Context: an optimization exercise on an open-source flow, tuned for small area. The choices shown serve that exercise and are no tape-out recipe.
The RTL was checked by simulation tests, not by an equivalence proof against the original design.

## flow/design.v (module list and top-level ports; edited modules follow where they fit)
// module fft_dit_top: 1040 lines
module fft_dit_top (
   input  wire        clk,
   input  wire        rst_n,
   input  wire [23:0] in_x,
   input  wire        in_nd,
   output wire [23:0] out_x,
   output wire        out_nd,
   output reg         overflow
);
  // ...
==> flow/run.sh <==
#!/bin/bash
# synth_recipe.tcl (not shown) runs the flow's synth.tcl, then flattens the netlist and writes it again
# the make line also repeats each setting of config.mk as NAME=value (left out here)
make -C /OpenROAD-flow-scripts/flow DESIGN_CONFIG=/design/flow/config.mk WORK_HOME=/design/flow/orfs CLKGATE_MAP_FILE= SYNTH_SCRIPT=/design/flow/synth_recipe.tcl finish
==> flow/config.mk <==
export PLATFORM = sky130hd
export DESIGN_NAME = fft_dit_top
export DESIGN_NICKNAME = fft_dit_top
export VERILOG_FILES = /design/flow/design.v
export SDC_FILE = /design/flow/constraint.sdc
export NUM_CORES = 4
export LEC_CHECK = 0
export CAP_MARGIN = 0
export CORE_MARGIN = 2
export CORE_UTILIZATION = 55
export CTS_CLUSTER_DIAMETER = 100
export CTS_CLUSTER_SIZE = 24
export SLEW_MARGIN = 0
==> flow/constraint.sdc <==
create_clock -name core_clock -period 10.0 [get_ports {clk}]
set_input_delay 2.0000 -clock core_clock [delete_from_list [all_inputs] [get_ports {clk}]]
set_output_delay 2.0000 -clock core_clock [all_outputs]
set_load 0.01 [all_outputs]
==> impl_metrics.tcl, run 1 <==
set metrics [dict create \
    cts_sinks 865 \
    clockBufferDepth 3 \
    status "finished clean" \
    hold_ws_ps 412 \
    buffer_area_frac 0.0253 \
    fin_skew_ps 50.5 \
    final_cells 4513 \
    grt_pass1_vias 27800 \
    antenna_cells 0 \
    cts_root_buf "clkbuf_16" \
    synth_xor_xnor_area_share 0.0165 \
    clk_latency_ps 660 \
    maxCapViolations 0 \
    critPathTopFamily "compound AO/OA/AOI/OAI gates" \
    layout_min_cycle_time_ps 9460 \
    setup_viol 0 \
    final_common_cell "edfxtp_1" \
    cp.required_ps 10360 \
    drive_above_1_share 0.0731 \
    cts-hold-fix-buffers 0 \
    fin_nets 3768 \
    post-cts-setup-buffer-count 0 \
    wl_met3_um 11500 \
    ant_nets 0 \
    pre_cts_ws_ps 495 \
    ys_top_cells_by_count "edfxtp_1 (768), nand2_1 (318), inv_1 (273)" \
    buffers 135 \
    io_pins 53 \
    synth_edf_count 768 \
    syn_to_final_growth_pct 7.50 \
    yosys.area_share.simple 0.0752 \
]
==> inputs of run 2 (changes only) <==
--- a/flow/design.v
+++ b/flow/design.v
@@ -117,8 +117,8 @@
       case (ph_nx)
-         6'd1: {e_rot, e_wr, e_s1, e_s4, e_c1, e_ta, e_tb, e_tc, e_swap, e_sub, e_negre, e_negim} <= 12'b110100010000;
-         6'd2: {e_rot, e_wr, e_s1, e_s4, e_c1, e_ta, e_tb, e_tc, e_swap, e_sub, e_negre, e_negim} <= 12'b110100010000;
-         6'd3: {e_rot, e_wr, e_s1, e_s4, e_c1, e_ta, e_tb, e_tc, e_swap, e_sub, e_negre, e_negim} <= 12'b110100010000;
-         6'd4: {e_rot, e_wr, e_s1, e_s4, e_c1, e_ta, e_tb, e_tc, e_swap, e_sub, e_negre, e_negim} <= 12'b110100010000;
-         6'd5: {e_rot, e_wr, e_s1, e_s4, e_c1, e_ta, e_tb, e_tc, e_swap, e_sub, e_negre, e_negim} <= 12'b110000011001;
-         6'd6: {e_rot, e_wr, e_s1, e_s4, e_c1, e_ta, e_tb, e_tc, e_swap, e_sub, e_negre, e_negim} <= 12'b110000011001;
+         6'd1: {e_rot, e_wr, e_s1, e_s4, e_c1, e_ta, e_tb, e_tc, e_swap, e_sub, e_negre, e_negim} <= 12'b110100011000;
+         6'd2: {e_rot, e_wr, e_s1, e_s4, e_c1, e_ta, e_tb, e_tc, e_swap, e_sub, e_negre, e_negim} <= 12'b110100011000;
+         6'd3: {e_rot, e_wr, e_s1, e_s4, e_c1, e_ta, e_tb, e_tc, e_swap, e_sub, e_negre, e_negim} <= 12'b110100011000;
+         6'd4: {e_rot, e_wr, e_s1, e_s4, e_c1, e_ta, e_tb, e_tc, e_swap, e_sub, e_negre, e_negim} <= 12'b110100011000;
+         6'd5: {e_rot, e_wr, e_s1, e_s4, e_c1, e_ta, e_tb, e_tc, e_swap, e_sub, e_negre, e_negim} <= 12'b110000010001;
+         6'd6: {e_rot, e_wr, e_s1, e_s4, e_c1, e_ta, e_tb, e_tc, e_swap, e_sub, e_negre, e_negim} <= 12'b110000010001;
          6'd7: {e_rot, e_wr, e_s1, e_s4, e_c1, e_ta, e_tb, e_tc, e_swap, e_sub, e_negre, e_negim} <= 12'b001010101100;
@@ -140,5 +140,5 @@
          6'd23: {e_rot, e_wr, e_s1, e_s4, e_c1, e_ta, e_tb, e_tc, e_swap, e_sub, e_negre, e_negim} <= 12'b100000000000;
-         6'd24: {e_rot, e_wr, e_s1, e_s4, e_c1, e_ta, e_tb, e_tc, e_swap, e_sub, e_negre, e_negim} <= 12'b110000010000;
-         6'd25: {e_rot, e_wr, e_s1, e_s4, e_c1, e_ta, e_tb, e_tc, e_swap, e_sub, e_negre, e_negim} <= 12'b110000010000;
-         6'd26: {e_rot, e_wr, e_s1, e_s4, e_c1, e_ta, e_tb, e_tc, e_swap, e_sub, e_negre, e_negim} <= 12'b111000011001;
+         6'd24: {e_rot, e_wr, e_s1, e_s4, e_c1, e_ta, e_tb, e_tc, e_swap, e_sub, e_negre, e_negim} <= 12'b110000011000;
+         6'd25: {e_rot, e_wr, e_s1, e_s4, e_c1, e_ta, e_tb, e_tc, e_swap, e_sub, e_negre, e_negim} <= 12'b110000011000;
+         6'd26: {e_rot, e_wr, e_s1, e_s4, e_c1, e_ta, e_tb, e_tc, e_swap, e_sub, e_negre, e_negim} <= 12'b111000010001;
          6'd27: {e_rot, e_wr, e_s1, e_s4, e_c1, e_ta, e_tb, e_tc, e_swap, e_sub, e_negre, e_negim} <= 12'b100000000000;
@@ -159,3 +159,3 @@
          6'd42: {e_rot, e_wr, e_s1, e_s4, e_c1, e_ta, e_tb, e_tc, e_swap, e_sub, e_negre, e_negim} <= 12'b100000000000;
-         6'd43: {e_rot, e_wr, e_s1, e_s4, e_c1, e_ta, e_tb, e_tc, e_swap, e_sub, e_negre, e_negim} <= 12'b111000010000;
+         6'd43: {e_rot, e_wr, e_s1, e_s4, e_c1, e_ta, e_tb, e_tc, e_swap, e_sub, e_negre, e_negim} <= 12'b111000011000;
          default: ;
@@ -462,26 +462,26 @@
    wire [11:0] y = e_swap ? eb[11:0]  : eb[23:12];
-   wire n_261 = (e_ta & x[0]) | (e_tb & x[0]);
-   wire n_262 = (e_ta & x[1]) | (e_tb & x[1]);
-   wire n_263 = (e_ta & x[2]) | (e_tb & x[2]);
-   wire n_264 = (e_ta & x[3]) | (e_tb & x[3]);
-   wire n_265 = (e_ta & x[4]) | (e_tb & x[4]);
-   wire n_266 = (e_ta & x[5]) | (e_tb & x[5]);
-   wire n_267 = (e_ta & x[6]) | (e_tb & x[6]);
-   wire n_268 = (e_ta & x[7]) | (e_tb & x[7]);
-   wire n_269 = (e_ta & x[8]) | (e_tb & x[8]);
-   wire n_270 = (e_ta & x[9]) | (e_tb & x[9]);
-   wire n_271 = (e_ta & x[10]) | (e_tb & x[10]);
-   wire n_272 = (e_ta & ~x[11]) | (e_tb & ~x[11]);
-   wire n_273 = (e_ta & ~x[0]) | (e_tb & ~x[0]);
-   wire n_274 = (e_ta & ~x[1]) | (e_tb & ~x[1]);
-   wire n_275 = (e_ta & ~x[2]) | (e_tb & ~x[2]);
-   wire n_276 = (e_ta & ~x[3]) | (e_tb & ~x[3]);
-   wire n_277 = (e_ta & ~x[4]) | (e_tb & ~x[4]);
-   wire n_278 = (e_ta & ~x[5]) | (e_tb & ~x[5]);
-   wire n_279 = (e_ta & ~x[6]) | (e_tb & ~x[6]);
-   wire n_280 = (e_ta & ~x[7]) | (e_tb & ~x[7]);
-   wire n_281 = (e_ta & ~x[8]) | (e_tb & ~x[8]);
-   wire n_282 = (e_ta & ~x[9]) | (e_tb & ~x[9]);
-   wire n_283 = (e_ta & ~x[10]) | (e_tb & ~x[10]);
-   wire n_284 = (e_ta & x[11]) | (e_tb & x[11]);
+   wire n_261 = x[0];
+   wire n_262 = x[1];
+   wire n_263 = x[2];
+   wire n_264 = x[3];
+   wire n_265 = x[4];
+   wire n_266 = x[5];
+   wire n_267 = x[6];
+   wire n_268 = x[7];
+   wire n_269 = x[8];
+   wire n_270 = x[9];
+   wire n_271 = x[10];
+   wire n_272 = ~x[11];
+   wire n_273 = (~e_tc & ~x[0]);
+   wire n_274 = (~e_tc & ~x[1]);
+   wire n_275 = (~e_tc & ~x[2]);
+   wire n_276 = (~e_tc & ~x[3]);
+   wire n_277 = (~e_tc & ~x[4]);
+   wire n_278 = (~e_tc & ~x[5]);
+   wire n_279 = (~e_tc & ~x[6]);
+   wire n_280 = (~e_tc & ~x[7]);
+   wire n_281 = (~e_tc & ~x[8]);
+   wire n_282 = (~e_tc & ~x[9]);
+   wire n_283 = (~e_tc & ~x[10]);
+   wire n_284 = (~e_tc & x[11]);
    wire n_285 = (e_ta & ~x[0]) | (e_tb & x[0]);
@@ -529,73 +529,73 @@
    wire n_327 = (e_tb & ~x[11]);
-   wire n_328 = (e_ta & (y[0] ^ e_sub));
-   wire n_329 = (e_ta & (y[1] ^ e_sub)) | (e_tb & (y[0] ^ e_sub)) | (e_tc & y[0]);
-   wire n_330 = (e_ta & (y[2] ^ e_sub)) | (e_tb & (y[1] ^ e_sub)) | (e_tc & y[1]);
-   wire n_331 = (e_ta & (y[3] ^ e_sub)) | (e_tb & (y[2] ^ e_sub)) | (e_tc & y[2]);
-   wire n_332 = (e_ta & (y[4] ^ e_sub)) | (e_tb & (y[3] ^ e_sub)) | (e_tc & y[3]);
-   wire n_333 = (e_ta & (y[5] ^ e_sub)) | (e_tb & (y[4] ^ e_sub)) | (e_tc & y[4]);
-   wire n_334 = (e_ta & (y[6] ^ e_sub)) | (e_tb & (y[5] ^ e_sub)) | (e_tc & y[5]);
-   wire n_335 = (e_ta & (y[7] ^ e_sub)) | (e_tb & (y[6] ^ e_sub)) | (e_tc & y[6]);
-   wire n_336 = (e_ta & (y[8] ^ e_sub)) | (e_tb & (y[7] ^ e_sub)) | (e_tc & y[7]);
-   wire n_337 = (e_ta & (y[9] ^ e_sub)) | (e_tb & (y[8] ^ e_sub)) | (e_tc & y[8]);
-   wire n_338 = (e_ta & (y[10] ^ e_sub)) | (e_tb & (y[9] ^ e_sub)) | (e_tc & y[9]);
-   wire n_339 = (e_ta & ~(y[11] ^ e_sub)) | (e_tb & (y[10] ^ e_sub)) | (e_tc & y[10]);
-   wire n_340 = (e_tb & ~(y[11] ^ e_sub)) | (e_tc & ~y[11]);
-   wire n_341 = (e_ta & (y[0] ^ ~e_sub)) | (e_tb & (y[1] ^ ~e_sub));
-   wire n_342 = (e_ta & (y[1] ^ ~e_sub)) | (e_tb & (y[2] ^ ~e_sub));
-   wire n_343 = (e_ta & (y[2] ^ ~e_sub)) | (e_tb & (y[3] ^ ~e_sub));
-   wire n_344 = (e_ta & (y[3] ^ ~e_sub)) | (e_tb & (y[4] ^ ~e_sub));
-   wire n_345 = (e_ta & (y[4] ^ ~e_sub)) | (e_tb & (y[5] ^ ~e_sub));
-   wire n_346 = (e_ta & (y[5] ^ ~e_sub)) | (e_tb & (y[6] ^ ~e_sub));
-   wire n_347 = (e_ta & (y[6] ^ ~e_sub)) | (e_tb & (y[7] ^ ~e_sub));
-   wire n_348 = (e_ta & (y[7] ^ ~e_sub)) | (e_tb & (y[8] ^ ~e_sub));
-   wire n_349 = (e_ta & (y[8] ^ ~e_sub)) | (e_tb & (y[9] ^ ~e_sub));
-   wire n_350 = (e_ta & (y[9] ^ ~e_sub)) | (e_tb & (y[10] ^ ~e_sub));
-   wire n_351 = (e_ta & (y[10] ^ ~e_sub)) | (e_tb & ~(y[11] ^ ~e_sub));
-   wire n_352 = (e_ta & ~(y[11] ^ ~e_sub));
-   wire n_353 = (e_tb & (y[0] ^ ~e_sub));
-   wire n_354 = (e_ta & (y[0] ^ e_sub));
-   wire n_355 = (e_ta & (y[1] ^ e_sub)) | (e_tb & (y[0] ^ e_sub));
-   wire n_356 = (e_ta & (y[2] ^ e_sub)) | (e_tb & (y[1] ^ e_sub));
-   wire n_357 = (e_ta & (y[3] ^ e_sub)) | (e_tb & (y[2] ^ e_sub));
-   wire n_358 = (e_ta & (y[4] ^ e_sub)) | (e_tb & (y[3] ^ e_sub));
-   wire n_359 = (e_ta & (y[5] ^ e_sub)) | (e_tb & (y[4] ^ e_sub));
-   wire n_360 = (e_ta & (y[6] ^ e_sub)) | (e_tb & (y[5] ^ e_sub));
-   wire n_361 = (e_ta & (y[7] ^ e_sub)) | (e_tb & (y[6] ^ e_sub));
-   wire n_362 = (e_ta & (y[8] ^ e_sub)) | (e_tb & (y[7] ^ e_sub));
-   wire n_363 = (e_ta & (y[9] ^ e_sub)) | (e_tb & (y[8] ^ e_sub));
-   wire n_364 = (e_ta & (y[10] ^ e_sub)) | (e_tb & (y[9] ^ e_sub));
-   wire n_365 = (e_ta & ~(y[11] ^ e_sub)) | (e_tb & (y[10] ^ e_sub));
-   wire n_366 = (e_tb & ~(y[11] ^ e_sub));
-   wire n_367 = (e_tb & (y[0] ^ ~e_sub));
-   wire n_368 = (e_tb & (y[1] ^ ~e_sub));
-   wire n_369 = (e_tb & (y[2] ^ ~e_sub));
-   wire n_370 = (e_tb & (y[3] ^ ~e_sub));
-   wire n_371 = (e_tb & (y[4] ^ ~e_sub));
-   wire n_372 = (e_tb & (y[5] ^ ~e_sub));
-   wire n_373 = (e_tb & (y[6] ^ ~e_sub));
-   wire n_374 = (e_tb & (y[7] ^ ~e_sub));
-   wire n_375 = (e_tb & (y[8] ^ ~e_sub));
-   wire n_376 = (e_tb & (y[9] ^ ~e_sub));
-   wire n_377 = (e_tb & (y[10] ^ ~e_sub));
-   wire n_378 = (e_tb & ~(y[11] ^ ~e_sub));
-   wire n_379 = (e_tb & (y[0] ^ e_sub));
-   wire n_380 = (e_tb & (y[1] ^ e_sub));
-   wire n_381 = (e_tb & (y[2] ^ e_sub));
-   wire n_382 = (e_tb & (y[3] ^ e_sub));
-   wire n_383 = (e_tb & (y[4] ^ e_sub));
-   wire n_384 = (e_tb & (y[5] ^ e_sub));
-   wire n_385 = (e_tb & (y[6] ^ e_sub));
-   wire n_386 = (e_tb & (y[7] ^ e_sub));
-   wire n_387 = (e_tb & (y[8] ^ e_sub));
-   wire n_388 = (e_tb & (y[9] ^ e_sub));
-   wire n_389 = (e_tb & (y[10] ^ e_sub));
-   wire n_390 = (e_tb & ~(y[11] ^ e_sub));
-   wire n_391 = (e_tb & e_sub);
-   wire n_392 = (e_ta & e_sub);
-   wire n_393 = e_ta | (e_tb & e_sub);
-   wire n_394 = e_ta | (e_tb & e_sub);
-   wire n_395 = (e_ta & ~e_sub) | (e_tb & ~e_sub);
-   wire n_396 = (e_tb & e_sub);
-   wire n_397 = (e_ta & e_sub) | (e_tb & ~e_sub);
-   wire n_398 = (e_tb & e_sub);
+   wire n_328 = (~e_tc & (y[0] ^ e_sub));
+   wire n_329 = (~e_tc & (y[1] ^ e_sub));
+   wire n_330 = (~e_tc & (y[2] ^ e_sub));
+   wire n_331 = (~e_tc & (y[3] ^ e_sub));
+   wire n_332 = (~e_tc & (y[4] ^ e_sub));
+   wire n_333 = (~e_tc & (y[5] ^ e_sub));
+   wire n_334 = (~e_tc & (y[6] ^ e_sub));
+   wire n_335 = (~e_tc & (y[7] ^ e_sub));
+   wire n_336 = (~e_tc & (y[8] ^ e_sub));
+   wire n_337 = (~e_tc & (y[9] ^ e_sub));
+   wire n_338 = (~e_tc & (y[10] ^ e_sub));
+   wire n_339 = (~e_tc & ~(y[11] ^ e_sub));
+   wire n_340 = (e_ta & (y[0] ^ e_sub)) | (e_tb & (y[0] ^ ~e_sub));
+   wire n_341 = (e_ta & (y[1] ^ e_sub)) | (e_tb & (y[1] ^ ~e_sub));
+   wire n_342 = (e_ta & (y[2] ^ e_sub)) | (e_tb & (y[2] ^ ~e_sub));
+   wire n_343 = (e_ta & (y[3] ^ e_sub)) | (e_tb & (y[3] ^ ~e_sub));
+   wire n_344 = (e_ta & (y[4] ^ e_sub)) | (e_tb & (y[4] ^ ~e_sub));
+   wire n_345 = (e_ta & (y[5] ^ e_sub)) | (e_tb & (y[5] ^ ~e_sub));
+   wire n_346 = (e_ta & (y[6] ^ e_sub)) | (e_tb & (y[6] ^ ~e_sub));
+   wire n_347 = (e_ta & (y[7] ^ e_sub)) | (e_tb & (y[7] ^ ~e_sub));
+   wire n_348 = (e_ta & (y[8] ^ e_sub)) | (e_tb & (y[8] ^ ~e_sub));
+   wire n_349 = (e_ta & (y[9] ^ e_sub)) | (e_tb & (y[9] ^ ~e_sub));
+   wire n_350 = (e_ta & (y[10] ^ e_sub)) | (e_tb & (y[10] ^ ~e_sub));
+   wire n_351 = (e_ta & ~(y[11] ^ e_sub)) | (e_tb & ~(y[11] ^ ~e_sub));
+   wire n_352 = (e_ta & (y[0] ^ ~e_sub));
+   wire n_353 = (e_ta & (y[1] ^ ~e_sub)) | (e_tb & (y[0] ^ e_sub));
+   wire n_354 = (e_ta & (y[2] ^ ~e_sub)) | (e_tb & (y[1] ^ e_sub));
+   wire n_355 = (e_ta & (y[3] ^ ~e_sub)) | (e_tb & (y[2] ^ e_sub));
+   wire n_356 = (e_ta & (y[4] ^ ~e_sub)) | (e_tb & (y[3] ^ e_sub));
+   wire n_357 = (e_ta & (y[5] ^ ~e_sub)) | (e_tb & (y[4] ^ e_sub));
+   wire n_358 = (e_ta & (y[6] ^ ~e_sub)) | (e_tb & (y[5] ^ e_sub));
+   wire n_359 = (e_ta & (y[7] ^ ~e_sub)) | (e_tb & (y[6] ^ e_sub));
+   wire n_360 = (e_ta & (y[8] ^ ~e_sub)) | (e_tb & (y[7] ^ e_sub));
+   wire n_361 = (e_ta & (y[9] ^ ~e_sub)) | (e_tb & (y[8] ^ e_sub));
+   wire n_362 = (e_ta & (y[10] ^ ~e_sub)) | (e_tb & (y[9] ^ e_sub));
+   wire n_363 = (e_ta & ~(y[11] ^ ~e_sub)) | (e_tb & (y[10] ^ e_sub));
+   wire n_364 = (e_tb & ~(y[11] ^ e_sub));
+   wire n_365 = (e_tb & (y[0] ^ ~e_sub));
+   wire n_366 = (e_tb & (y[1] ^ ~e_sub));
+   wire n_367 = (e_tb & (y[2] ^ ~e_sub));
+   wire n_368 = (e_tb & (y[3] ^ ~e_sub));
+   wire n_369 = (e_tb & (y[4] ^ ~e_sub));
+   wire n_370 = (e_tb & (y[5] ^ ~e_sub));
+   wire n_371 = (e_tb & (y[6] ^ ~e_sub));
+   wire n_372 = (e_tb & (y[7] ^ ~e_sub));
+   wire n_373 = (e_tb & (y[8] ^ ~e_sub));
+   wire n_374 = (e_tb & (y[9] ^ ~e_sub));
+   wire n_375 = (e_tb & (y[10] ^ ~e_sub));
+   wire n_376 = (e_tb & ~(y[11] ^ ~e_sub));
+   wire n_377 = (e_tb & (y[0] ^ ~e_sub));
+   wire n_378 = (e_tb & (y[1] ^ ~e_sub));
+   wire n_379 = (e_tb & (y[2] ^ ~e_sub));
+   wire n_380 = (e_tb & (y[3] ^ ~e_sub));
+   wire n_381 = (e_tb & (y[4] ^ ~e_sub));
+   wire n_382 = (e_tb & (y[5] ^ ~e_sub));
+   wire n_383 = (e_tb & (y[6] ^ ~e_sub));
+   wire n_384 = (e_tb & (y[7] ^ ~e_sub));
+   wire n_385 = (e_tb & (y[8] ^ ~e_sub));
+   wire n_386 = (e_tb & (y[9] ^ ~e_sub));
+   wire n_387 = (e_tb & (y[10] ^ ~e_sub));
+   wire n_388 = (e_tb & ~(y[11] ^ ~e_sub));
+   wire n_389 = (e_tb & ~e_sub);
+   wire n_390 = (e_ta & e_sub) | (e_tb & ~e_sub);
+   wire n_391 = e_ta;
+   wire n_392 = (e_tb & ~e_sub);
+   wire n_393 = e_ta | e_tb;
+   wire n_394 = (e_ta & ~e_sub);
+   wire n_395 = (e_tb & ~e_sub);
+   wire n_396 = (e_ta & e_sub);
+   wire n_397 = (e_tb & e_sub);
+   wire n_398 = e_ta;
    wire n_399 = e_ta;
@@ -603,168 +603,168 @@
    wire n_401 = e_tb;
-   wire n_402 = e_tb;
-   wire n_403 = e_ta;
-   wire n_404 = e_tb;
-   wire n_405 = e_ta | e_tb;
-   wire n_406 = e_tb | e_tc;
-   wire n_407 = e_ta | e_tc;
-   wire n_408 = n_276 ^ n_290;
-   wire n_409 = n_276 & n_290;
-   wire n_410 = n_261 ^ n_277 ^ n_291;
-   wire n_411 = (n_261 & n_277) | (n_291 & (n_261 ^ n_277));
-   wire n_412 = n_306 ^ n_324;
-   wire n_413 = n_306 & n_324;
-   wire n_414 = n_262 ^ n_278 ^ n_292;
-   wire n_415 = (n_262 & n_278) | (n_292 & (n_262 ^ n_278));
-   wire n_416 = n_307 ^ n_325;
-   wire n_417 = n_307 & n_325;
-   wire n_418 = n_263 ^ n_279 ^ n_293;
-   wire n_419 = (n_263 & n_279) | (n_293 & (n_263 ^ n_279));
-   wire n_420 = n_308 ^ n_326 ^ n_331;
-   wire n_421 = (n_308 & n_326) | (n_331 & (n_308 ^ n_326));
-   wire n_422 = n_264 ^ n_280 ^ n_294;
-   wire n_423 = (n_264 & n_280) | (n_294 & (n_264 ^ n_280));
-   wire n_424 = n_309 ^ n_327 ^ n_332;
-   wire n_425 = (n_309 & n_327) | (n_332 & (n_309 ^ n_327));
-   wire n_426 = n_265 ^ n_281 ^ n_295;
-   wire n_427 = (n_265 & n_281) | (n_295 & (n_265 ^ n_281));
-   wire n_428 = n_266 ^ n_282;
-   wire n_429 = n_266 & n_282;
-   wire n_430 = n_273 ^ n_287 ^ n_302;
-   wire n_431 = (n_273 & n_287) | (n_302 & (n_273 ^ n_287));
+   wire n_402 = e_ta | e_tb;
+   wire n_403 = e_tb;
+   wire n_404 = e_tb | e_tc;
+   wire n_405 = e_ta | e_tc;
+   wire n_406 = n_276 ^ n_290;
+   wire n_407 = n_276 & n_290;
+   wire n_408 = n_261 ^ n_277 ^ n_291;
+   wire n_409 = (n_261 & n_277) | (n_291 & (n_261 ^ n_277));
+   wire n_410 = n_306 ^ n_324;
+   wire n_411 = n_306 & n_324;
+   wire n_412 = n_262 ^ n_278 ^ n_292;
+   wire n_413 = (n_262 & n_278) | (n_292 & (n_262 ^ n_278));
+   wire n_414 = n_307 ^ n_325;
+   wire n_415 = n_307 & n_325;
+   wire n_416 = n_263 ^ n_279 ^ n_293;
+   wire n_417 = (n_263 & n_279) | (n_293 & (n_263 ^ n_279));
+   wire n_418 = n_308 ^ n_326 ^ n_331;
+   wire n_419 = (n_308 & n_326) | (n_331 & (n_308 ^ n_326));
+   wire n_420 = n_264 ^ n_280 ^ n_294;
+   wire n_421 = (n_264 & n_280) | (n_294 & (n_264 ^ n_280));
+   wire n_422 = n_309 ^ n_327 ^ n_332;
+   wire n_423 = (n_309 & n_327) | (n_332 & (n_309 ^ n_327));
+   wire n_424 = n_265 ^ n_281;
+   wire n_425 = n_265 & n_281;
+   wire n_426 = n_286 ^ n_301;
+   wire n_427 = n_286 & n_301;
+   wire n_428 = n_273 ^ n_287 ^ n_302;
+   wire n_429 = (n_273 & n_287) | (n_302 & (n_273 ^ n_287));
+   wire n_430 = n_320 ^ n_343;
+   wire n_431 = n_320 & n_343;
    wire n_432 = n_274 ^ n_288 ^ n_303;
    wire n_433 = (n_274 & n_288) | (n_303 & (n_274 ^ n_288));
-   wire n_434 = n_321 ^ n_341;
-   wire n_435 = n_321 & n_341;
-   wire n_436 = n_275 ^ n_289 ^ n_304;
-   wire n_437 = (n_275 & n_289) | (n_304 & (n_275 ^ n_289));
-   wire n_438 = n_322 ^ n_342 ^ n_359;
-   wire n_439 = (n_322 & n_342) | (n_359 & (n_322 ^ n_342));
-   wire n_440 = n_367 ^ n_385;
-   wire n_441 = n_367 & n_385;
-   wire n_442 = n_305 ^ n_323 ^ n_328;
-   wire n_443 = (n_305 & n_323) | (n_328 & (n_305 ^ n_323));
-   wire n_444 = n_343 ^ n_360 ^ n_368;
-   wire n_445 = (n_343 & n_360) | (n_368 & (n_343 ^ n_360));
-   wire n_446 = n_386 ^ n_397 ^ n_408;
-   wire n_447 = (n_386 & n_397) | (n_408 & (n_386 ^ n_397));
-   wire n_448 = n_329 ^ n_344 ^ n_361;
-   wire n_449 = (n_329 & n_344) | (n_361 & (n_329 ^ n_344));
-   wire n_450 = n_369 ^ n_387 ^ n_398;
-   wire n_451 = (n_369 & n_387) | (n_398 & (n_369 ^ n_387));
-   wire n_452 = n_409 ^ n_410 ^ n_412;
-   wire n_453 = (n_409 & n_410) | (n_412 & (n_409 ^ n_410));
-   wire n_454 = n_330 ^ n_345 ^ n_362;
-   wire n_455 = (n_330 & n_345) | (n_362 & (n_330 ^ n_345));
-   wire n_456 = n_370 ^ n_388 ^ n_411;
-   wire n_457 = (n_370 & n_388) | (n_411 & (n_370 ^ n_388));
-   wire n_458 = n_413 ^ n_414 ^ n_416;
-   wire n_459 = (n_413 & n_414) | (n_416 & (n_413 ^ n_414));
-   wire n_460 = n_346 ^ n_363 ^ n_371;
-   wire n_461 = (n_346 & n_363) | (n_371 & (n_346 ^ n_363));
-   wire n_462 = n_389 ^ n_399 ^ n_415;
-   wire n_463 = (n_389 & n_399) | (n_415 & (n_389 ^ n_399));
-   wire n_464 = n_417 ^ n_418 ^ n_420;
-   wire n_465 = (n_417 & n_418) | (n_420 & (n_417 ^ n_418));
-   wire n_466 = n_347 ^ n_364 ^ n_372;
-   wire n_467 = (n_347 & n_364) | (n_372 & (n_347 ^ n_364));
-   wire n_468 = n_390 ^ n_400 ^ n_419;
-   wire n_469 = (n_390 & n_400) | (n_419 & (n_390 ^ n_400));
-   wire n_470 = n_421 ^ n_422 ^ n_424;
-   wire n_471 = (n_421 & n_422) | (n_424 & (n_421 ^ n_422));
-   wire n_472 = n_310 ^ n_333 ^ n_348;
-   wire n_473 = (n_310 & n_333) | (n_348 & (n_310 ^ n_333));
-   wire n_474 = n_365 ^ n_373 ^ n_401;
-   wire n_475 = (n_365 & n_373) | (n_401 & (n_365 ^ n_373));
-   wire n_476 = n_423 ^ n_425 ^ n_426;
-   wire n_477 = (n_423 & n_425) | (n_426 & (n_423 ^ n_425));
-   wire n_478 = n_296 ^ n_311 ^ n_334;
-   wire n_479 = (n_296 & n_311) | (n_334 & (n_296 ^ n_311));
-   wire n_480 = n_349 ^ n_366 ^ n_374;
-   wire n_481 = (n_349 & n_366) | (n_374 & (n_349 ^ n_366));
-   wire n_482 = n_402 ^ n_427 ^ n_428;
-   wire n_483 = (n_402 & n_427) | (n_428 & (n_402 ^ n_427));
-   wire n_484 = n_267 ^ n_283 ^ n_312;
-   wire n_485 = (n_267 & n_283) | (n_312 & (n_267 ^ n_283));
-   wire n_486 = n_335 ^ n_350 ^ n_375;
-   wire n_487 = (n_335 & n_350) | (n_375 & (n_335 ^ n_350));
-   wire n_488 = n_403 ^ n_429;
-   wire n_489 = n_403 & n_429;
-   wire n_490 = n_268 ^ n_284 ^ n_313;
-   wire n_491 = (n_268 & n_284) | (n_313 & (n_268 ^ n_284));
-   wire n_492 = n_336 ^ n_351 ^ n_376;
-   wire n_493 = (n_336 & n_351) | (n_376 & (n_336 ^ n_351));
-   wire n_494 = n_269 ^ n_314;
-   wire n_495 = n_269 & n_314;
-   wire n_496 = n_299 ^ n_317;
-   wire n_497 = n_299 & n_317;
-   wire n_498 = n_285 ^ n_300 ^ n_318;
-   wire n_499 = (n_285 & n_300) | (n_318 & (n_285 ^ n_300));
-   wire n_500 = n_355 ^ n_381;
-   wire n_501 = n_355 & n_381;
-   wire n_502 = n_286 ^ n_301 ^ n_319;
-   wire n_503 = (n_286 & n_301) | (n_319 & (n_286 ^ n_301));
-   wire n_504 = n_356 ^ n_382;
-   wire n_505 = n_356 & n_382;
-   wire n_506 = n_320 ^ n_353 ^ n_357;
-   wire n_507 = (n_320 & n_353) | (n_357 & (n_320 ^ n_353));
-   wire n_508 = n_383 ^ n_394 ^ n_430;
-   wire n_509 = (n_383 & n_394) | (n_430 & (n_383 ^ n_394));
-   wire n_510 = n_358 ^ n_384 ^ n_395;
-   wire n_511 = (n_358 & n_384) | (n_395 & (n_358 ^ n_384));
-   wire n_512 = n_431 ^ n_432 ^ n_434;
-   wire n_513 = (n_431 & n_432) | (n_434 & (n_431 ^ n_432));
-   wire n_514 = n_396 ^ n_433 ^ n_435;
-   wire n_515 = (n_396 & n_433) | (n_435 & (n_396 ^ n_433));
-   wire n_516 = n_436 ^ n_438 ^ n_440;
-   wire n_517 = (n_436 & n_438) | (n_440 & (n_436 ^ n_438));
-   wire n_518 = n_437 ^ n_439 ^ n_441;
-   wire n_519 = (n_437 & n_439) | (n_441 & (n_437 ^ n_439));
-   wire n_520 = n_442 ^ n_444 ^ n_446;
-   wire n_521 = (n_442 & n_444) | (n_446 & (n_442 ^ n_444));
-   wire n_522 = n_443 ^ n_445 ^ n_447;
-   wire n_523 = (n_443 & n_445) | (n_447 & (n_443 ^ n_445));
-   wire n_524 = n_448 ^ n_450 ^ n_452;
-   wire n_525 = (n_448 & n_450) | (n_452 & (n_448 ^ n_450));
-   wire n_526 = n_449 ^ n_451 ^ n_453;
-   wire n_527 = (n_449 & n_451) | (n_453 & (n_449 ^ n_451));
-   wire n_528 = n_454 ^ n_456 ^ n_458;
-   wire n_529 = (n_454 & n_456) | (n_458 & (n_454 ^ n_456));
-   wire n_530 = n_455 ^ n_457 ^ n_459;
-   wire n_531 = (n_455 & n_457) | (n_459 & (n_455 ^ n_457));
-   wire n_532 = n_460 ^ n_462 ^ n_464;
-   wire n_533 = (n_460 & n_462) | (n_464 & (n_460 ^ n_462));
-   wire n_534 = n_461 ^ n_463 ^ n_465;
-   wire n_535 = (n_461 & n_463) | (n_465 & (n_461 ^ n_463));
-   wire n_536 = n_466 ^ n_468 ^ n_470;
-   wire n_537 = (n_466 & n_468) | (n_470 & (n_466 ^ n_468));
-   wire n_538 = n_467 ^ n_469 ^ n_471;
-   wire n_539 = (n_467 & n_469) | (n_471 & (n_467 ^ n_469));
-   wire n_540 = n_472 ^ n_474 ^ n_476;
-   wire n_541 = (n_472 & n_474) | (n_476 & (n_472 ^ n_474));
-   wire n_542 = n_473 ^ n_475 ^ n_477;
-   wire n_543 = (n_473 & n_475) | (n_477 & (n_473 ^ n_475));
-   wire n_544 = n_478 ^ n_480 ^ n_482;
-   wire n_545 = (n_478 & n_480) | (n_482 & (n_478 ^ n_480));
-   wire n_546 = n_479 ^ n_481 ^ n_483;
-   wire n_547 = (n_479 & n_481) | (n_483 & (n_479 ^ n_481));
-   wire n_548 = n_484 ^ n_486 ^ n_488;
-   wire n_549 = (n_484 & n_486) | (n_488 & (n_484 ^ n_486));
-   wire n_550 = n_404 ^ n_485 ^ n_487;
-   wire n_551 = (n_404 & n_485) | (n_487 & (n_404 ^ n_485));
-   wire n_552 = n_489 ^ n_490 ^ n_492;
-   wire n_553 = (n_489 & n_490) | (n_492 & (n_489 ^ n_490));
-   wire n_554 = n_337 ^ n_352 ^ n_377;
-   wire n_555 = (n_337 & n_352) | (n_377 & (n_337 ^ n_352));
-   wire n_556 = n_491 ^ n_493 ^ n_494;
-   wire n_557 = (n_491 & n_493) | (n_494 & (n_491 ^ n_493));
-   wire n_558 = n_270 ^ n_315 ^ n_338;
-   wire n_559 = (n_270 & n_315) | (n_338 & (n_270 ^ n_315));
-   wire n_560 = n_378 ^ n_405 ^ n_495;
-   wire n_561 = (n_378 & n_405) | (n_495 & (n_378 ^ n_405));
-   wire n_562 = n_298 ^ n_316;
-   wire n_563 = n_298 & n_316;
-   wire n_564 = n_354 ^ n_380 ^ n_392;
-   wire n_565 = (n_354 & n_380) | (n_392 & (n_354 ^ n_380));
-   wire n_566 = n_393 ^ n_497 ^ n_498;
-   wire n_567 = (n_393 & n_497) | (n_498 & (n_393 ^ n_497));
+   wire n_434 = n_321 ^ n_344 ^ n_352;
+   wire n_435 = (n_321 & n_344) | (n_352 & (n_321 ^ n_344));
+   wire n_436 = n_367 ^ n_382;
+   wire n_437 = n_367 & n_382;
+   wire n_438 = n_275 ^ n_289 ^ n_304;
+   wire n_439 = (n_275 & n_289) | (n_304 & (n_275 ^ n_289));
+   wire n_440 = n_322 ^ n_345 ^ n_353;
+   wire n_441 = (n_322 & n_345) | (n_353 & (n_322 ^ n_345));
+   wire n_442 = n_368 ^ n_383 ^ n_395;
+   wire n_443 = (n_368 & n_383) | (n_395 & (n_368 ^ n_383));
+   wire n_444 = n_305 ^ n_323 ^ n_328;
+   wire n_445 = (n_305 & n_323) | (n_328 & (n_305 ^ n_323));
+   wire n_446 = n_346 ^ n_354 ^ n_369;
+   wire n_447 = (n_346 & n_354) | (n_369 & (n_346 ^ n_354));
+   wire n_448 = n_384 ^ n_396 ^ n_406;
+   wire n_449 = (n_384 & n_396) | (n_406 & (n_384 ^ n_396));
+   wire n_450 = n_329 ^ n_347 ^ n_355;
+   wire n_451 = (n_329 & n_347) | (n_355 & (n_329 ^ n_347));
+   wire n_452 = n_370 ^ n_385 ^ n_397;
+   wire n_453 = (n_370 & n_385) | (n_397 & (n_370 ^ n_385));
+   wire n_454 = n_407 ^ n_408 ^ n_410;
+   wire n_455 = (n_407 & n_408) | (n_410 & (n_407 ^ n_408));
+   wire n_456 = n_330 ^ n_348 ^ n_356;
+   wire n_457 = (n_330 & n_348) | (n_356 & (n_330 ^ n_348));
+   wire n_458 = n_371 ^ n_386 ^ n_409;
+   wire n_459 = (n_371 & n_386) | (n_409 & (n_371 ^ n_386));
+   wire n_460 = n_411 ^ n_412 ^ n_414;
+   wire n_461 = (n_411 & n_412) | (n_414 & (n_411 ^ n_412));
+   wire n_462 = n_349 ^ n_357 ^ n_372;
+   wire n_463 = (n_349 & n_357) | (n_372 & (n_349 ^ n_357));
+   wire n_464 = n_387 ^ n_398 ^ n_413;
+   wire n_465 = (n_387 & n_398) | (n_413 & (n_387 ^ n_398));
+   wire n_466 = n_415 ^ n_416 ^ n_418;
+   wire n_467 = (n_415 & n_416) | (n_418 & (n_415 ^ n_416));
+   wire n_468 = n_350 ^ n_358 ^ n_373;
+   wire n_469 = (n_350 & n_358) | (n_373 & (n_350 ^ n_358));
+   wire n_470 = n_388 ^ n_399 ^ n_417;
+   wire n_471 = (n_388 & n_399) | (n_417 & (n_388 ^ n_399));
+   wire n_472 = n_419 ^ n_420 ^ n_422;
+   wire n_473 = (n_419 & n_420) | (n_422 & (n_419 ^ n_420));
+   wire n_474 = n_295 ^ n_310 ^ n_333;
+   wire n_475 = (n_295 & n_310) | (n_333 & (n_295 ^ n_310));
+   wire n_476 = n_351 ^ n_359 ^ n_374;
+   wire n_477 = (n_351 & n_359) | (n_374 & (n_351 ^ n_359));
+   wire n_478 = n_421 ^ n_423 ^ n_424;
+   wire n_479 = (n_421 & n_423) | (n_424 & (n_421 ^ n_423));
+   wire n_480 = n_266 ^ n_282 ^ n_296;
+   wire n_481 = (n_266 & n_282) | (n_296 & (n_266 ^ n_282));
+   wire n_482 = n_311 ^ n_334 ^ n_360;
+   wire n_483 = (n_311 & n_334) | (n_360 & (n_311 ^ n_334));
+   wire n_484 = n_375 ^ n_425;
+   wire n_485 = n_375 & n_425;
+   wire n_486 = n_267 ^ n_283 ^ n_312;
+   wire n_487 = (n_267 & n_283) | (n_312 & (n_267 ^ n_283));
+   wire n_488 = n_335 ^ n_361 ^ n_376;
+   wire n_489 = (n_335 & n_361) | (n_376 & (n_335 ^ n_361));
+   wire n_490 = n_268 ^ n_284;
+   wire n_491 = n_268 & n_284;
+   wire n_492 = n_299 ^ n_317;
+   wire n_493 = n_299 & n_317;
+   wire n_494 = n_285 ^ n_300 ^ n_318;
+   wire n_495 = (n_285 & n_300) | (n_318 & (n_285 ^ n_300));
+   wire n_496 = n_341 ^ n_379;
+   wire n_497 = n_341 & n_379;
+   wire n_498 = n_319 ^ n_342 ^ n_365;
+   wire n_499 = (n_319 & n_342) | (n_365 & (n_319 ^ n_342));
+   wire n_500 = n_380 ^ n_392 ^ n_426;
+   wire n_501 = (n_380 & n_392) | (n_426 & (n_380 ^ n_392));
+   wire n_502 = n_366 ^ n_381 ^ n_393;
+   wire n_503 = (n_366 & n_381) | (n_393 & (n_366 ^ n_381));
+   wire n_504 = n_427 ^ n_428 ^ n_430;
+   wire n_505 = (n_427 & n_428) | (n_430 & (n_427 ^ n_428));
+   wire n_506 = n_394 ^ n_429 ^ n_431;
+   wire n_507 = (n_394 & n_429) | (n_431 & (n_394 ^ n_429));
+   wire n_508 = n_432 ^ n_434 ^ n_436;
+   wire n_509 = (n_432 & n_434) | (n_436 & (n_432 ^ n_434));
+   wire n_510 = n_433 ^ n_435 ^ n_437;
+   wire n_511 = (n_433 & n_435) | (n_437 & (n_433 ^ n_435));
+   wire n_512 = n_438 ^ n_440 ^ n_442;
+   wire n_513 = (n_438 & n_440) | (n_442 & (n_438 ^ n_440));
+   wire n_514 = n_439 ^ n_441 ^ n_443;
+   wire n_515 = (n_439 & n_441) | (n_443 & (n_439 ^ n_441));
+   wire n_516 = n_444 ^ n_446 ^ n_448;
+   wire n_517 = (n_444 & n_446) | (n_448 & (n_444 ^ n_446));
+   wire n_518 = n_445 ^ n_447 ^ n_449;
+   wire n_519 = (n_445 & n_447) | (n_449 & (n_445 ^ n_447));
+   wire n_520 = n_450 ^ n_452 ^ n_454;
+   wire n_521 = (n_450 & n_452) | (n_454 & (n_450 ^ n_452));
+   wire n_522 = n_451 ^ n_453 ^ n_455;
+   wire n_523 = (n_451 & n_453) | (n_455 & (n_451 ^ n_453));
+   wire n_524 = n_456 ^ n_458 ^ n_460;
+   wire n_525 = (n_456 & n_458) | (n_460 & (n_456 ^ n_458));
+   wire n_526 = n_457 ^ n_459 ^ n_461;
+   wire n_527 = (n_457 & n_459) | (n_461 & (n_457 ^ n_459));
+   wire n_528 = n_462 ^ n_464 ^ n_466;
+   wire n_529 = (n_462 & n_464) | (n_466 & (n_462 ^ n_464));
+   wire n_530 = n_463 ^ n_465 ^ n_467;
+   wire n_531 = (n_463 & n_465) | (n_467 & (n_463 ^ n_465));
+   wire n_532 = n_468 ^ n_470 ^ n_472;
+   wire n_533 = (n_468 & n_470) | (n_472 & (n_468 ^ n_470));
+   wire n_534 = n_469 ^ n_471 ^ n_473;
+   wire n_535 = (n_469 & n_471) | (n_473 & (n_469 ^ n_471));
+   wire n_536 = n_474 ^ n_476 ^ n_478;
+   wire n_537 = (n_474 & n_476) | (n_478 & (n_474 ^ n_476));
+   wire n_538 = n_475 ^ n_477 ^ n_479;
+   wire n_539 = (n_475 & n_477) | (n_479 & (n_475 ^ n_477));
+   wire n_540 = n_480 ^ n_482 ^ n_484;
+   wire n_541 = (n_480 & n_482) | (n_484 & (n_480 ^ n_482));
+   wire n_542 = n_400 ^ n_481 ^ n_483;
+   wire n_543 = (n_400 & n_481) | (n_483 & (n_400 ^ n_481));
+   wire n_544 = n_485 ^ n_486 ^ n_488;
+   wire n_545 = (n_485 & n_486) | (n_488 & (n_485 ^ n_486));
+   wire n_546 = n_313 ^ n_336 ^ n_362;
+   wire n_547 = (n_313 & n_336) | (n_362 & (n_313 ^ n_336));
+   wire n_548 = n_487 ^ n_489 ^ n_490;
+   wire n_549 = (n_487 & n_489) | (n_490 & (n_487 ^ n_489));
+   wire n_550 = n_269 ^ n_314 ^ n_337;
+   wire n_551 = (n_269 & n_314) | (n_337 & (n_269 ^ n_314));
+   wire n_552 = n_363 ^ n_401 ^ n_491;
+   wire n_553 = (n_363 & n_401) | (n_491 & (n_363 ^ n_401));
+   wire n_554 = n_270 ^ n_315 ^ n_338;
+   wire n_555 = (n_270 & n_315) | (n_338 & (n_270 ^ n_315));
+   wire n_556 = n_364 ^ n_402;
+   wire n_557 = n_364 & n_402;
+   wire n_558 = n_271 ^ n_339;
+   wire n_559 = n_271 & n_339;
+   wire n_560 = n_298 ^ n_316;
+   wire n_561 = n_298 & n_316;
+   wire n_562 = n_340 ^ n_378 ^ n_390;
+   wire n_563 = (n_340 & n_378) | (n_390 & (n_340 ^ n_378));
+   wire n_564 = n_391 ^ n_493 ^ n_494;
+   wire n_565 = (n_391 & n_493) | (n_494 & (n_391 ^ n_493));
+   wire n_566 = n_495 ^ n_497 ^ n_498;
+   wire n_567 = (n_495 & n_497) | (n_498 & (n_495 ^ n_497));
    wire n_568 = n_499 ^ n_501 ^ n_502;
@@ -797,10 +797,10 @@
    wire n_595 = (n_551 & n_553) | (n_554 & (n_551 ^ n_553));
-   wire n_596 = n_555 ^ n_557 ^ n_558;
-   wire n_597 = (n_555 & n_557) | (n_558 & (n_555 ^ n_557));
-   wire n_598 = n_271 ^ n_339 ^ n_559;
-   wire n_599 = (n_271 & n_339) | (n_559 & (n_271 ^ n_339));
-   wire n_600 = n_272 ^ n_340;
-   wire n_601 = n_272 & n_340;
-   wire n_602 = n_379 ^ n_391;
-   wire n_603 = n_379 & n_391;
+   wire n_596 = n_403 ^ n_555 ^ n_557;
+   wire n_597 = (n_403 & n_555) | (n_557 & (n_403 ^ n_555));
+   wire n_598 = n_272 ^ n_404;
+   wire n_599 = n_272 & n_404;
+   wire n_600 = n_377 ^ n_389;
+   wire n_601 = n_377 & n_389;
+   wire n_602 = n_492 ^ n_561 ^ n_562;
+   wire n_603 = (n_492 & n_561) | (n_562 & (n_492 ^ n_561));
    wire n_604 = n_496 ^ n_563 ^ n_564;
@@ -837,12 +837,10 @@
    wire n_635 = (n_556 & n_593) | (n_594 & (n_556 ^ n_593));
-   wire n_636 = n_560 ^ n_595 ^ n_596;
-   wire n_637 = (n_560 & n_595) | (n_596 & (n_560 ^ n_595));
-   wire n_638 = n_561 ^ n_597 ^ n_598;
-   wire n_639 = (n_561 & n_597) | (n_598 & (n_561 ^ n_597));
-   wire n_640 = n_406 ^ n_599 ^ n_600;
-   wire n_641 = (n_406 & n_599) | (n_600 & (n_406 ^ n_599));
-   wire n_642 = n_407 ^ n_601;
-   wire n_643 = n_407 & n_601;
-   wire [22:0] rs = {n_641, n_639, n_637, n_635, n_633, n_631, n_629, n_627, n_625, n_623, n_621, n_619, n_617, n_615, n_613, n_611, n_609, n_607, n_605, n_603, n_562, n_297, 1'b0};
-   wire [22:0] rc = {n_642, n_640, n_638, n_636, n_634, n_632, n_630, n_628, n_626, n_624, n_622, n_620, n_618, n_616, n_614, n_612, n_610, n_608, n_606, n_604, n_602, 1'b0, 1'b0};
+   wire n_636 = n_558 ^ n_595 ^ n_596;
+   wire n_637 = (n_558 & n_595) | (n_596 & (n_558 ^ n_595));
+   wire n_638 = n_559 ^ n_597 ^ n_598;
+   wire n_639 = (n_559 & n_597) | (n_598 & (n_559 ^ n_597));
+   wire n_640 = n_405 ^ n_599;
+   wire n_641 = n_405 & n_599;
+   wire [22:0] rs = {n_639, n_637, n_635, n_633, n_631, n_629, n_627, n_625, n_623, n_621, n_619, n_617, n_615, n_613, n_611, n_609, n_607, n_605, n_603, n_601, n_560, n_297, 1'b0};
+   wire [22:0] rc = {n_640, n_638, n_636, n_634, n_632, n_630, n_628, n_626, n_624, n_622, n_620, n_618, n_616, n_614, n_612, n_610, n_608, n_606, n_604, n_602, n_600, 1'b0, 1'b0};
    wire [10:0] rlo = {1'b0, rs[9:0]} + {1'b0, rc[9:0]};
@@ -869,86 +867,86 @@
    end
-   wire [12:0] r_re = e_tc ? {x[11], x} : r_re_q;
+   wire [12:0] r_re = e_tc ? {y[11], y} : r_re_q;
    wire        z_re = e_tc | z_re_q;
-   wire n_644 = r_re[0] ^ e_negre;
-   wire n_645 = r_re[1] ^ e_negre;
-   wire n_646 = r_re[2] ^ e_negre;
-   wire n_647 = r_re[3] ^ e_negre;
-   wire n_648 = r_re[4] ^ e_negre;
-   wire n_649 = r_re[5] ^ e_negre;
-   wire n_650 = r_re[6] ^ e_negre;
-   wire n_651 = r_re[7] ^ e_negre;
-   wire n_652 = r_re[8] ^ e_negre;
-   wire n_653 = r_re[9] ^ e_negre;
-   wire n_654 = r_re[10] ^ e_negre;
-   wire n_655 = r_re[11] ^ e_negre;
-   wire n_656 = r_re[12] ^ e_negre;
-   wire n_657 = e_negre & z_re;
-   wire n_658 = ea[0] ^ n_644 ^ n_657;
-   wire n_659 = (ea[0] & n_644) | (n_657 & (ea[0] ^ n_644));
-   wire n_660 = ea[1] ^ n_645 ^ n_659;
-   wire n_661 = (ea[1] & n_645) | (n_659 & (ea[1] ^ n_645));
-   wire n_662 = ea[2] ^ n_646 ^ n_661;
-   wire n_663 = (ea[2] & n_646) | (n_661 & (ea[2] ^ n_646));
-   wire n_664 = ea[3] ^ n_647 ^ n_663;
-   wire n_665 = (ea[3] & n_647) | (n_663 & (ea[3] ^ n_647));
-   wire n_666 = ea[4] ^ n_648 ^ n_665;
-   wire n_667 = (ea[4] & n_648) | (n_665 & (ea[4] ^ n_648));
-   wire n_668 = ea[5] ^ n_649 ^ n_667;
-   wire n_669 = (ea[5] & n_649) | (n_667 & (ea[5] ^ n_649));
-   wire n_670 = ea[6] ^ n_650 ^ n_669;
-   wire n_671 = (ea[6] & n_650) | (n_669 & (ea[6] ^ n_650));
-   wire n_672 = ea[7] ^ n_651 ^ n_671;
-   wire n_673 = (ea[7] & n_651) | (n_671 & (ea[7] ^ n_651));
-   wire n_674 = ea[8] ^ n_652 ^ n_673;
-   wire n_675 = (ea[8] & n_652) | (n_673 & (ea[8] ^ n_652));
-   wire n_676 = ea[9] ^ n_653 ^ n_675;
-   wire n_677 = (ea[9] & n_653) | (n_675 & (ea[9] ^ n_653));
-   wire n_678 = ea[10] ^ n_654 ^ n_677;
-   wire n_679 = (ea[10] & n_654) | (n_677 & (ea[10] ^ n_654));
-   wire n_680 = ea[11] ^ n_655 ^ n_679;
-   wire n_681 = (ea[11] & n_655) | (n_679 & (ea[11] ^ n_655));
-   wire n_682 = ea[11] ^ n_656 ^ n_681;
-   wire n_683 = (ea[11] & n_656) | (n_681 & (ea[11] ^ n_656));
-   wire n_684 = r_re[0] ^ ~e_negre;
-   wire n_685 = r_re[1] ^ ~e_negre;
-   wire n_686 = r_re[2] ^ ~e_negre;
-   wire n_687 = r_re[3] ^ ~e_negre;
-   wire n_688 = r_re[4] ^ ~e_negre;
-   wire n_689 = r_re[5] ^ ~e_negre;
-   wire n_690 = r_re[6] ^ ~e_negre;
-   wire n_691 = r_re[7] ^ ~e_negre;
-   wire n_692 = r_re[8] ^ ~e_negre;
-   wire n_693 = r_re[9] ^ ~e_negre;
-   wire n_694 = r_re[10] ^ ~e_negre;
-   wire n_695 = r_re[11] ^ ~e_negre;
-   wire n_696 = r_re[12] ^ ~e_negre;
-   wire n_697 = e_negre ? ~z_re : 1'b1;
-   wire n_698 = ea[0] ^ n_684 ^ n_697;
-   wire n_699 = (ea[0] & n_684) | (n_697 & (ea[0] ^ n_684));
-   wire n_700 = ea[1] ^ n_685 ^ n_699;
-   wire n_701 = (ea[1] & n_685) | (n_699 & (ea[1] ^ n_685));
-   wire n_702 = ea[2] ^ n_686 ^ n_701;
-   wire n_703 = (ea[2] & n_686) | (n_701 & (ea[2] ^ n_686));
-   wire n_704 = ea[3] ^ n_687 ^ n_703;
-   wire n_705 = (ea[3] & n_687) | (n_703 & (ea[3] ^ n_687));
-   wire n_706 = ea[4] ^ n_688 ^ n_705;
-   wire n_707 = (ea[4] & n_688) | (n_705 & (ea[4] ^ n_688));
-   wire n_708 = ea[5] ^ n_689 ^ n_707;
-   wire n_709 = (ea[5] & n_689) | (n_707 & (ea[5] ^ n_689));
-   wire n_710 = ea[6] ^ n_690 ^ n_709;
-   wire n_711 = (ea[6] & n_690) | (n_709 & (ea[6] ^ n_690));
-   wire n_712 = ea[7] ^ n_691 ^ n_711;
-   wire n_713 = (ea[7] & n_691) | (n_711 & (ea[7] ^ n_691));
-   wire n_714 = ea[8] ^ n_692 ^ n_713;
-   wire n_715 = (ea[8] & n_692) | (n_713 & (ea[8] ^ n_692));
-   wire n_716 = ea[9] ^ n_693 ^ n_715;
-   wire n_717 = (ea[9] & n_693) | (n_715 & (ea[9] ^ n_693));
-   wire n_718 = ea[10] ^ n_694 ^ n_717;
-   wire n_719 = (ea[10] & n_694) | (n_717 & (ea[10] ^ n_694));
-   wire n_720 = ea[11] ^ n_695 ^ n_719;
-   wire n_721 = (ea[11] & n_695) | (n_719 & (ea[11] ^ n_695));
-   wire n_722 = ea[11] ^ n_696 ^ n_721;
-   wire n_723 = (ea[11] & n_696) | (n_721 & (ea[11] ^ n_696));
-   wire [23:0] eo0 = {o0_im, {n_682, n_680, n_678, n_676, n_674, n_672, n_670, n_668, n_666, n_664, n_662, n_660}};
-   wire [23:0] eo1 = {o1_im, {n_722, n_720, n_718, n_716, n_714, n_712, n_710, n_708, n_706, n_704, n_702, n_700}};
+   wire n_642 = r_re[0] ^ e_negre;
+   wire n_643 = r_re[1] ^ e_negre;
+   wire n_644 = r_re[2] ^ e_negre;
+   wire n_645 = r_re[3] ^ e_negre;
+   wire n_646 = r_re[4] ^ e_negre;
+   wire n_647 = r_re[5] ^ e_negre;
+   wire n_648 = r_re[6] ^ e_negre;
+   wire n_649 = r_re[7] ^ e_negre;
+   wire n_650 = r_re[8] ^ e_negre;
+   wire n_651 = r_re[9] ^ e_negre;
+   wire n_652 = r_re[10] ^ e_negre;
+   wire n_653 = r_re[11] ^ e_negre;
+   wire n_654 = r_re[12] ^ e_negre;
+   wire n_655 = e_negre & z_re;
+   wire n_656 = ea[0] ^ n_642 ^ n_655;
+   wire n_657 = (ea[0] & n_642) | (n_655 & (ea[0] ^ n_642));
+   wire n_658 = ea[1] ^ n_643 ^ n_657;
+   wire n_659 = (ea[1] & n_643) | (n_657 & (ea[1] ^ n_643));
+   wire n_660 = ea[2] ^ n_644 ^ n_659;
+   wire n_661 = (ea[2] & n_644) | (n_659 & (ea[2] ^ n_644));
+   wire n_662 = ea[3] ^ n_645 ^ n_661;
+   wire n_663 = (ea[3] & n_645) | (n_661 & (ea[3] ^ n_645));
+   wire n_664 = ea[4] ^ n_646 ^ n_663;
+   wire n_665 = (ea[4] & n_646) | (n_663 & (ea[4] ^ n_646));
+   wire n_666 = ea[5] ^ n_647 ^ n_665;
+   wire n_667 = (ea[5] & n_647) | (n_665 & (ea[5] ^ n_647));
+   wire n_668 = ea[6] ^ n_648 ^ n_667;
+   wire n_669 = (ea[6] & n_648) | (n_667 & (ea[6] ^ n_648));
+   wire n_670 = ea[7] ^ n_649 ^ n_669;
+   wire n_671 = (ea[7] & n_649) | (n_669 & (ea[7] ^ n_649));
+   wire n_672 = ea[8] ^ n_650 ^ n_671;
+   wire n_673 = (ea[8] & n_650) | (n_671 & (ea[8] ^ n_650));
+   wire n_674 = ea[9] ^ n_651 ^ n_673;
+   wire n_675 = (ea[9] & n_651) | (n_673 & (ea[9] ^ n_651));
+   wire n_676 = ea[10] ^ n_652 ^ n_675;
+   wire n_677 = (ea[10] & n_652) | (n_675 & (ea[10] ^ n_652));
+   wire n_678 = ea[11] ^ n_653 ^ n_677;
+   wire n_679 = (ea[11] & n_653) | (n_677 & (ea[11] ^ n_653));
+   wire n_680 = ea[11] ^ n_654 ^ n_679;
+   wire n_681 = (ea[11] & n_654) | (n_679 & (ea[11] ^ n_654));
+   wire n_682 = r_re[0] ^ ~e_negre;
+   wire n_683 = r_re[1] ^ ~e_negre;
+   wire n_684 = r_re[2] ^ ~e_negre;
+   wire n_685 = r_re[3] ^ ~e_negre;
+   wire n_686 = r_re[4] ^ ~e_negre;
+   wire n_687 = r_re[5] ^ ~e_negre;
+   wire n_688 = r_re[6] ^ ~e_negre;
+   wire n_689 = r_re[7] ^ ~e_negre;
+   wire n_690 = r_re[8] ^ ~e_negre;
+   wire n_691 = r_re[9] ^ ~e_negre;
+   wire n_692 = r_re[10] ^ ~e_negre;
+   wire n_693 = r_re[11] ^ ~e_negre;
+   wire n_694 = r_re[12] ^ ~e_negre;
+   wire n_695 = e_negre ? ~z_re : 1'b1;
+   wire n_696 = ea[0] ^ n_682 ^ n_695;
+   wire n_697 = (ea[0] & n_682) | (n_695 & (ea[0] ^ n_682));
+   wire n_698 = ea[1] ^ n_683 ^ n_697;
+   wire n_699 = (ea[1] & n_683) | (n_697 & (ea[1] ^ n_683));
+   wire n_700 = ea[2] ^ n_684 ^ n_699;
+   wire n_701 = (ea[2] & n_684) | (n_699 & (ea[2] ^ n_684));
+   wire n_702 = ea[3] ^ n_685 ^ n_701;
+   wire n_703 = (ea[3] & n_685) | (n_701 & (ea[3] ^ n_685));
+   wire n_704 = ea[4] ^ n_686 ^ n_703;
+   wire n_705 = (ea[4] & n_686) | (n_703 & (ea[4] ^ n_686));
+   wire n_706 = ea[5] ^ n_687 ^ n_705;
+   wire n_707 = (ea[5] & n_687) | (n_705 & (ea[5] ^ n_687));
+   wire n_708 = ea[6] ^ n_688 ^ n_707;
+   wire n_709 = (ea[6] & n_688) | (n_707 & (ea[6] ^ n_688));
+   wire n_710 = ea[7] ^ n_689 ^ n_709;
+   wire n_711 = (ea[7] & n_689) | (n_709 & (ea[7] ^ n_689));
+   wire n_712 = ea[8] ^ n_690 ^ n_711;
+   wire n_713 = (ea[8] & n_690) | (n_711 & (ea[8] ^ n_690));
+   wire n_714 = ea[9] ^ n_691 ^ n_713;
+   wire n_715 = (ea[9] & n_691) | (n_713 & (ea[9] ^ n_691));
+   wire n_716 = ea[10] ^ n_692 ^ n_715;
+   wire n_717 = (ea[10] & n_692) | (n_715 & (ea[10] ^ n_692));
+   wire n_718 = ea[11] ^ n_693 ^ n_717;
+   wire n_719 = (ea[11] & n_693) | (n_717 & (ea[11] ^ n_693));
+   wire n_720 = ea[11] ^ n_694 ^ n_719;
+   wire n_721 = (ea[11] & n_694) | (n_719 & (ea[11] ^ n_694));
+   wire [23:0] eo0 = {o0_im, {n_680, n_678, n_676, n_674, n_672, n_670, n_668, n_666, n_664, n_662, n_660, n_658}};
+   wire [23:0] eo1 = {o1_im, {n_720, n_718, n_716, n_714, n_712, n_710, n_708, n_706, n_704, n_702, n_700, n_698}};
    wire fill_a = acc_q & (wbk == 1'b0);
--- a/flow/config.mk
+++ b/flow/config.mk
@@ -7,3 +7,3 @@
 export LEC_CHECK = 0
-export CAP_MARGIN = 0
+export CAP_MARGIN = 20
 export CORE_MARGIN = 2
@@ -11,3 +11,4 @@
 export CTS_CLUSTER_DIAMETER = 100
-export CTS_CLUSTER_SIZE = 24
-export SLEW_MARGIN = 0
+export CTS_CLUSTER_SIZE = 26
+export PLACE_DENSITY = 0.7
+export SLEW_MARGIN = 20
==> impl_metrics.tcl, run 2 <==
set metrics [dict create \
    clockBufferDepth 3 \
    clkTransAtPathRegs_ps 110 \
    cp.required_ps 10340 \
    ys_top_cells_by_count "edfxtp_1 (768), nand2_1 (326), inv_1 (281)" \
    async_flop_share 0.0266 \
    tightestPinTransition_ps 1090 \
    cts_tree "yes" \
    path_max_fanout 9 \
    coreArea_mm2 0.0777 \
    synth_seq_cells 865 \
    drtIter0Drc 4104 \
    yosys_warnings 3 \
    syn_area_mm2 0.0433 \
    startpoint_type "flop" \
    wl_um 121000 \
    grt_pass1_vias 28400 \
    cts-hold-fix-buffers 0 \
    maxCapViolations 0 \
    min_period_over_period 0.935 \
    gp_congestion 0.945 \
    critPathTopFamily "adder cells" \
    grt_pass1_wl_um 180000 \
    grt_max_degree 200 \
    drive_above_1_share 0.0818 \
    reg_top3 "ba (384), bb (384)" \
    fin_ws_ps 653 \
    dr.pass1.iters 7 \
    top_usage_layer "met2" \
    met2_usage 0.456 \
    post_synth_num_cell_types 77 \
    fmax_ghz 0.107 \
    synth_xor_xnor_area_share 0.0160 \
    cts_sinks 865 \
    yosys.area_share.simple 0.0726 \
    synth_area_leaders "edfxtp_1 (53%), fa_1 (11%), dfxtp_1 (3.4%)" \
    layout_min_cycle_time_ps 9350 \
    cpMaxStageDelayCell "o21ai_0" \
    syn_area_per_cell_um2 12.8 \
    fin_nets 3723 \
    rows 102 \
    io_pins 53 \
    ys_seq_area_frac 0.581 \
    dp_hpwl_um 84800 \
    synth_mux_area_frac 0.0561 \
    path_buf_inv 5 \
    cts_made_buffers 40 \
    die_area_mm2 0.0809 \
    synth_nets 3718 \
    pre_cts_ws_ps 550 \
    yosys.area.top_type "edfxtp_1" \
    start_util 0.557 \
    layout_common_cells "edfxtp_1 (768), nand2_1 (323), inv_1 (280)" \
    max_slew_margin 0.263 \
    critical-path-max-stage-delay_ps 610 \
    syn_to_final_growth_pct 7.50 \
    grt.met3_usage 0.0745 \
    end_kind "flop" \
    synth_top_area_share 0.533 \
    synthAdderAreaFrac 0.129 \
    cpMostUsedCell "fa_1" \
    fin_skew_ps 61.5 \
    synth_top_family_by_area "adder cells" \
    final_common_cell "edfxtp_1" \
    clk_latency_ps 640 \
    synth_edf_count 768 \
    vias 28100 \
    tns_ps 0 \
    io_buffers 52 \
    track_usage 0.300 \
    maxSlewViolCount 0 \
    synth_ff_type "edfxtp_1" \
    antenna_found_initial 2 \
    antenna_cells 0 \
    via_per_inst 6.29 \
    syn_inst 3389 \
    r2r_cells 32 \
    worst-path-stages 32 \
    min_path_type "reg2reg" \
    gr-total-overflow 0 \
    synth_most_common_cell "edfxtp_1" \
    rsz0062_at_grt "false" \
    cts_root_buf "clkbuf_16" \
    die_w_um 284 \
    ant_nets 0 \
    met1_usage 0.425 \
    htree_levels 2 \
    worst_ep_arrival_time_ps 9680 \
    synth-compound-area-share 0.106 \
    fp.dieH_um 284 \
    post_drt_wl_per_cell_um 27.1 \
    hold_viol_final 0 \
    status "finished clean" \
    hold_depth 0 \
    setup_viol 0 \
    crit_type "reg2reg" \
    drc 0 \
]
[run 2: cell count changes in the layout (fill, tap and decap cells not counted), moves of 9 or more]
cell,previous run,this run
a21oi_1,247,207
xor2_1,22,39
nand2_1,314,323
fa_1,232,241
ha_1,70,61
xnor2_1,54,35
nand3_1,71,62
o211ai_1,22,32
mux2_2,51,74
o21ai_0,246,224
o21ai_1,1,12
[run 2: what timing repair did]
action	in CTS	in global routing
gates resized for setup	0	2
setup endpoints to repair	0	16
buffers inserted	0	3
[run 2: path summary, 6_finish.rpt]
path | from | endpoint | slack (ps)
hold reg to reg | bb[5][18] | bb[4][18] | 410
setup reg to reg | e_s4 | ba[3][20] | 650
max in group asynchronous | rst_n | ph[4] | 8280
min in group asynchronous | rst_n | bst | 1320
hold / removal | bb[5][18] | bb[4][18] | 410
setup / recovery | e_s4 | ba[3][20] | 650
[run 2: area by class of cell]
cell class / count / area (um2)
Timing Repair Buffer: 136 / 1250
Clock buffer: 64 / 1090
Multi-Input combinational cell: 2067 / 16600
Tap cell: 1040 / 1300
Clock inverter: 9 / 106
Fill cell: 5992 / 31200
Inverter: 284 / 1070
Sequential cell: 865 / 25100
[run 2: per-layer routing]
layer,vias to the layer above,part of all wire
met2,1647,0.46
met1,14100,0.40
met3,251,0.11
met5,-,0.000099
li1,12100,-
met4,2,0.038
[run 2: stage by stage]
stage	instances	instance area, um2	utilization	hold slack (ps)
CTS	4459	46400	0.597	402
global placement	4386	45200	0.581	400
finish	4465	46500	0.598	409
global route	4465	46500	0.598	401
detailed placement	4386	45200	0.581	405
floorplan	3389	43300	-	352
[run 2: worst register-to-register path, delay by kind of cell, from the launching register on]
family | cells | cell delay, ps
xor gates and xnor gates | 2 | 420
muxes | 2 | 690
buffers and inverters | 5 | 780
DFF | 1 | 580
AOI/OAI and AO/OA | 12 | 2560
and+or+nand+nor | 5 | 1220
adders and majority gates | 6 | 2790
[run 2: logic make-up after synthesis]
logic type / Yosys count
fa+ha+maj: 302
compound gates: 753
flops: 865
mux: 203
buf+inv: 457
simple gates: 730
xor+xnor: 79

==> static timing again, ports no longer ideal <==
The flow's constraints put no driver on any port. The routed layouts listed below were extracted and timed again, unchanged, in two steps.
Step 1 (the two cells are an assumption about what drives the block):
set clk [get_ports {clk}]
set_driving_cell -lib_cell sky130_fd_sc_hd__clkbuf_16 $clk
set_driving_cell -lib_cell sky130_fd_sc_hd__buf_2 [delete_from_list [all_inputs] $clk]
Step 2 moves the port delays by t, midway between the first and last clock arrival at a register: inputs arrive t later, outputs are due t later. That takes back most of the time a late clock gives input paths.
a / b / c = ideal / step 1 / step 2; a / b = the first two.
| run | shift t [ns] | setup slack, ns | worst data-port slew with drivers (ns) |
|---|---|---|---|
| run 1 | 0.703 | 0.541 / 0.541 / 0.541 | 0.06 |
| run 2 | 0.678 | 0.653 / 0.653 / 0.653 | 0.06 |
After both steps every run listed still meets setup and hold.
